This design comes from an exercise in tuning for small area on the open sky130 flow, not from production work. At most, simulation tests tie the RTL to the original design; equivalence was not proved. Power figures rest on the tool's default switching activity, not on a simulated workload.

==> module cmd_parser, before the edit <==
module cmd_parser (
	input  wire                     clk,
	input  wire                     rst,
	input  wire [7:0]               cmd_data,
	input  wire                     cmd_wr,
	output logic                    reg_wr,
	output logic [2:0]              reg_code,
	output logic [31:0]             reg_value
);
	localparam logic [7:0] MAX_LEN = 8'd5;
	localparam logic [2:0] ST_HUNT  = 3'd0;
	localparam logic [2:0] ST_LEN   = 3'd1;
	localparam logic [2:0] ST_ADDR  = 3'd2;
	localparam logic [2:0] ST_VALUE = 3'd3;
	localparam logic [2:0] ST_SKIP  = 3'd4;
	logic [2:0]  state;
	logic [7:0]  remain;
	logic [1:0]  byte_idx;
	logic        last_byte;
	logic        in_addr;
	logic        in_value;
	logic [7:0]  vbyte;
	logic [2:0]  code;
	assign last_byte = (remain == 8'd1);
	assign in_addr  = cmd_wr & (state == ST_ADDR);
	assign in_value = cmd_wr & (state == ST_VALUE);
	assign code = (cmd_data[7:5] == 3'd0 && cmd_data[3:2] == 2'd0) ? {cmd_data[4], cmd_data[1:0]} : 3'd0;
	always_ff @(posedge clk) begin
		if (rst) begin
			state <= ST_HUNT;
			reg_wr <= 1'b0;
		end else begin
			reg_wr <= (in_addr | in_value) & last_byte;
			if (cmd_wr) begin
				case (state)
					ST_HUNT: begin
						if (cmd_data == 8'hAA)
							state <= ST_LEN;
					end
					ST_LEN: begin
						if (cmd_data == 8'd0)
							state <= ST_HUNT;
						else if (cmd_data > MAX_LEN)
							state <= ST_SKIP;
						else
							state <= ST_ADDR;
					end
					ST_ADDR: state <= last_byte ? ST_HUNT : ST_VALUE;
					ST_VALUE, ST_SKIP: begin
						if (last_byte)
							state <= ST_HUNT;
					end
					default: state <= ST_HUNT;
				endcase
			end
		end
	end
	always_ff @(posedge clk) begin
		if (cmd_wr) begin
			if (state == ST_LEN)
				remain <= cmd_data;
			else
				remain <= remain - 8'd1;
		end
		if (in_addr)
			byte_idx <= 2'd0;
		else if (in_value)
			byte_idx <= byte_idx + 2'd1;
	end
	assign vbyte = (in_addr | rst) ? 8'd0 : cmd_data;
	always_ff @(posedge clk) begin
		if (in_addr)
			reg_code <= code;
		for (int k = 0; k < 4; k++)
			if (in_addr | rst | (in_value & (byte_idx == 2'(k))))
				reg_value[8*k +: 8] <= vbyte;
	end
endmodule
==> flow/config.mk <==
export PLATFORM = sky130hd
export DESIGN_NAME = timetag_top
export DESIGN_NICKNAME = timetag_top
export VERILOG_FILES = /design/flow/design.v
export SDC_FILE = /design/flow/constraint.sdc
export NUM_CORES = 4
export LEC_CHECK = 0
export CAP_MARGIN = 0
export CORE_MARGIN = 2
export CORE_UTILIZATION = 75
export GPL_TIMING_DRIVEN = 0
export SLEW_MARGIN = 0
==> flow/constraint.sdc <==
create_clock -name core_clock -period 5.0 [get_ports {clk}]
set_input_delay 1.0000 -clock core_clock [delete_from_list [all_inputs] [get_ports {clk}]]
set_output_delay 1.0000 -clock core_clock [all_outputs]
set_load 0.01 [all_outputs]
standard.sh (not shown) runs the stock make flow with config.mk's settings and CLKGATE_MAP_FILE= SYNTH_SCRIPT=/design/flow/synth_recipe.tcl, a recipe that flattens the netlist after the stock synthesis.
==> flow/flow/run.sh <==
#!/bin/bash
# Layout flow: the standard ORFS flow with an area-oriented ABC mapping
# script, a coarser clock tree and small port buffers. Every other step is
# the standard one.
set -euo pipefail
HERE=$PWD
FLOWDIR=$HERE/flow

# Synthesis script: the standard flow's, with the final ABC call using our script
{
	head -n 1 synth_recipe.tcl
	cat <<'TCL'
proc abc {args} {
  set i [lsearch -exact $args -script]
  if { $i >= 0 } { lset args [expr {$i + 1}] $::env(MY_ABC_SCRIPT) }
  yosys abc {*}$args
}
TCL
	tail -n +2 synth_recipe.tcl
} > my_synth.tcl
export MY_ABC_SCRIPT=$FLOWDIR/abc_area.script

MAKELINE=$(grep '^make ' standard.sh)
MAKELINE=${MAKELINE//SYNTH_SCRIPT=$HERE\/synth_recipe.tcl/SYNTH_SCRIPT=$HERE\/my_synth.tcl}
MAKELINE=${MAKELINE%\"\$\{@:-finish\}\"}
echo "$MAKELINE" > make_cmd.txt

EXTRA=()
if [[ -f $FLOWDIR/extra.sh ]]; then source $FLOWDIR/extra.sh; fi

eval "$MAKELINE" '"${EXTRA[@]}"' finish > make.log 2>&1

RES=$(sed -n 's/.*WORK_HOME=\([^ ]*\).*/\1/p' make_cmd.txt)/results/sky130hd/timetag_top/base
: # left out here: write the final layout as DEF
==> flow/flow/abc_area.script <==
strash
dc2
dch
amap -F 10 -A 10
topo
stime -c
dnsize -c
==> flow/flow/extra.sh <==
EXTRA=(
	"ADDER_MAP_FILE="
	"CTS_ARGS=-sink_clustering_enable -repair_clock_nets -sink_clustering_size 10 -sink_clustering_max_diameter 50 -dont_use_dummy_load -buf_list sky130_fd_sc_hd__clkbuf_4"
	"BUFFER_PORTS_ARGS=-buffer_cell sky130_fd_sc_hd__buf_1"
)
Then changed:
--- a/flow/design.v
+++ b/flow/design.v
@@ -51,9 +51,9 @@
 	logic        in_addr;
 	logic        in_value;
 	logic [7:0]  vbyte;
 	logic [2:0]  code;
-	assign last_byte = (remain == 8'd1);
+	assign last_byte = (remain[2:0] == 3'd1) && (state != ST_SKIP || remain[7:3] == 5'd0);
 	assign in_addr  = cmd_wr & (state == ST_ADDR);
 	assign in_value = cmd_wr & (state == ST_VALUE);
 	assign code = (cmd_data[7:5] == 3'd0 && cmd_data[3:2] == 2'd0) ? {cmd_data[4], cmd_data[1:0]} : 3'd0;
 	always_ff @(posedge clk) begin
@@ -85,19 +85,18 @@
 				endcase
 			end
 		end
 	end
+	assign byte_idx = remain[4:3];
 	always_ff @(posedge clk) begin
 		if (cmd_wr) begin
 			if (state == ST_LEN)
 				remain <= cmd_data;
+			else if (state == ST_VALUE)
+				remain <= {remain[7:5], remain[4:3] + 2'd1, remain[2:0] - 3'd1};
 			else
 				remain <= remain - 8'd1;
 		end
-		if (in_addr)
-			byte_idx <= 2'd0;
-		else if (in_value)
-			byte_idx <= byte_idx + 2'd1;
 	end
 	assign vbyte = (in_addr | rst) ? 8'd0 : cmd_data;
 	always_ff @(posedge clk) begin
 		if (in_addr)
Result: Routed wire length rose by 0.71%; area after synthesis stays flat; power fell by 0.63%; utilization hardly moves; final cell count fell by 1.7%; clock power stays flat; final area fell by 0.38%; global-route usage rose by 0.83 points; non-clock buffer count is unchanged.


Setup of v7:
Another version of the RTL of timetag_top (not shown whole).
Size in the first run: ~1000 cells after synthesis.
==> module photon_tagger, before the edit <==
module photon_tagger (
	input  wire                          clk,
	input  wire                          rst,
	input  wire [4-1:0]       detectors,
	input  wire                          wr_det,
	input  wire [4-1:0]       wr_mask,
	output logic                         hit,
	output logic [4-1:0]      hit_mask
);
	logic [4-1:0] det_en;
	logic [4-1:0] sync_a;
	logic [4-1:0] sync_b;
	logic [4-1:0] det_prev;
	logic [4-1:0] tag;
	logic [2:0]              dead [4];
	always_ff @(posedge clk) begin
		if (rst)
			det_en <= '0;
		else if (wr_det)
			det_en <= wr_mask;
	end
	always_ff @(posedge clk) begin
		sync_a <= detectors;
		sync_b <= sync_a;
		det_prev <= sync_b;
	end
	logic [4-1:0] fb;
	always_comb begin
		for (int i = 0; i < 4; i++) begin
			tag[i] = det_en[i] & sync_b[i] & ~det_prev[i] & (dead[i] == 3'b000);
			hit_mask[i] = (dead[i] == 3'b001);
			fb[i] = (~dead[i][2] & dead[i][0]) | (dead[i][2] & dead[i][1] & ~dead[i][0]);
		end
	end
	assign hit = |hit_mask;
	always_ff @(posedge clk) begin
		for (int i = 0; i < 4; i++)
			dead[i] <= rst ? 3'b000 : {dead[i][1:0], fb[i] | tag[i]};
	end
endmodule
clock: 5.0 ns
lec_check: 0
cap_margin: 0
core_margin: 2
core_utilization: 60
gpl_timing_driven: 0
slew_margin: 0
==> flow/flow/extra.sh <==
EXTRA=(
	"ADDER_MAP_FILE="
	"CTS_ARGS=-sink_clustering_enable -repair_clock_nets -sink_clustering_size 16 -sink_clustering_max_diameter 60 -dont_use_dummy_load -buf_list sky130_fd_sc_hd__clkbuf_8"
	"BUFFER_PORTS_ARGS=-buffer_cell sky130_fd_sc_hd__buf_1"
)
Scripts as last shown in full above: flow/flow/run.sh, flow/flow/abc_area.script
[inputs] v8 vs v7
-- flow/design.v --
<<< v7, line 137
		det_prev <= sync_b;
	end
	logic [4-1:0] fb;
	always_comb begin
		for (int i = 0; i < 4; i++) begin
			tag[i] = det_en[i] & sync_b[i] & ~det_prev[i] & (dead[i] == 3'b000);
			hit_mask[i] = (dead[i] == 3'b001);
			fb[i] = (~dead[i][2] & dead[i][0]) | (dead[i][2] & dead[i][1] & ~dead[i][0]);
		end
	end
	assign hit = |hit_mask;
	always_ff @(posedge clk) begin
		for (int i = 0; i < 4; i++)
			dead[i] <= rst ? 3'b000 : {dead[i][1:0], fb[i] | tag[i]};
	end
endmodule
>>> v8, line 137
		det_prev <= sync_b;
	end
	always_comb begin
		for (int i = 0; i < 4; i++) begin
			tag[i] = det_en[i] & sync_b[i] & ~det_prev[i] & (dead[i] == 3'd0);
			hit_mask[i] = (dead[i] == 3'd7);
		end
	end
	assign hit = |hit_mask;
	always_ff @(posedge clk) begin
		for (int i = 0; i < 4; i++) begin
			dead[i][0] <= ~rst & (tag[i] | (~dead[i][0] & (dead[i][1] | dead[i][2])));
			dead[i][1] <= ~rst & (tag[i] | (dead[i][1] ^ ~dead[i][0]) & (dead[i][0] | dead[i][2]));
			dead[i][2] <= ~rst & (tag[i] | (dead[i][2] & (dead[i][1] | dead[i][0])));
		end
	end
endmodule
--- outcome ---
- [compare] base=v7 new=v8: number of unique standard cell types used by synthesis moved up; worst path setup slack after routing now smaller; clock-pin slew reported for the worst setup and hold paths after clock tree synthesis roughly the same; design area climbed 0.90%; post-synthesis to final-layout area growth now larger.
- Between v8 and v7, it is v8 whose net switching fraction of the power is lower, by 0.31 points.
- When v8 is set beside v7, its routed length per instance turns out to be 6.6% smaller.
- Number of filler instances in the final layout: v7 and v8 compared, lower one is v7
The RTL of v7 was laid out without a check of its function.

what the ideal ports hide:
In the flow no input, the clock included, has a driving cell. The finished layouts below were timed again as built, in two steps. Step 1, drivers: a clkbuf_16 drives clk and a buf_2 each remaining input, both assumed. Step 2 moves the port delays by t, midway between the first and last clock arrival at a register: inputs arrive t later, outputs are due t later. That takes back most of the time a late clock gives input paths. Three values: ideal, step 1, step 2; two values: the first two.
| run | shift t [ns] | slack for setup (ns) | slew at the worst register clock pin (ns) |
|---|---|---|---|
| the first run of note 1 | 0.642 | 0.436 / 0.398 / 0.482 | 0.11 / 0.11 |
| the second run of note 1 | 0.644 | 0.481 / 0.445 / 0.908 | 0.11 / 0.11 |
| v7 | 0.583 | 0.566 / 0.522 / 0.702 | 0.10 / 0.10 |
| v8 | 0.566 | 0.522 / 0.479 / 0.753 | 0.10 / 0.10 |
After both steps every run listed still meets setup and hold.
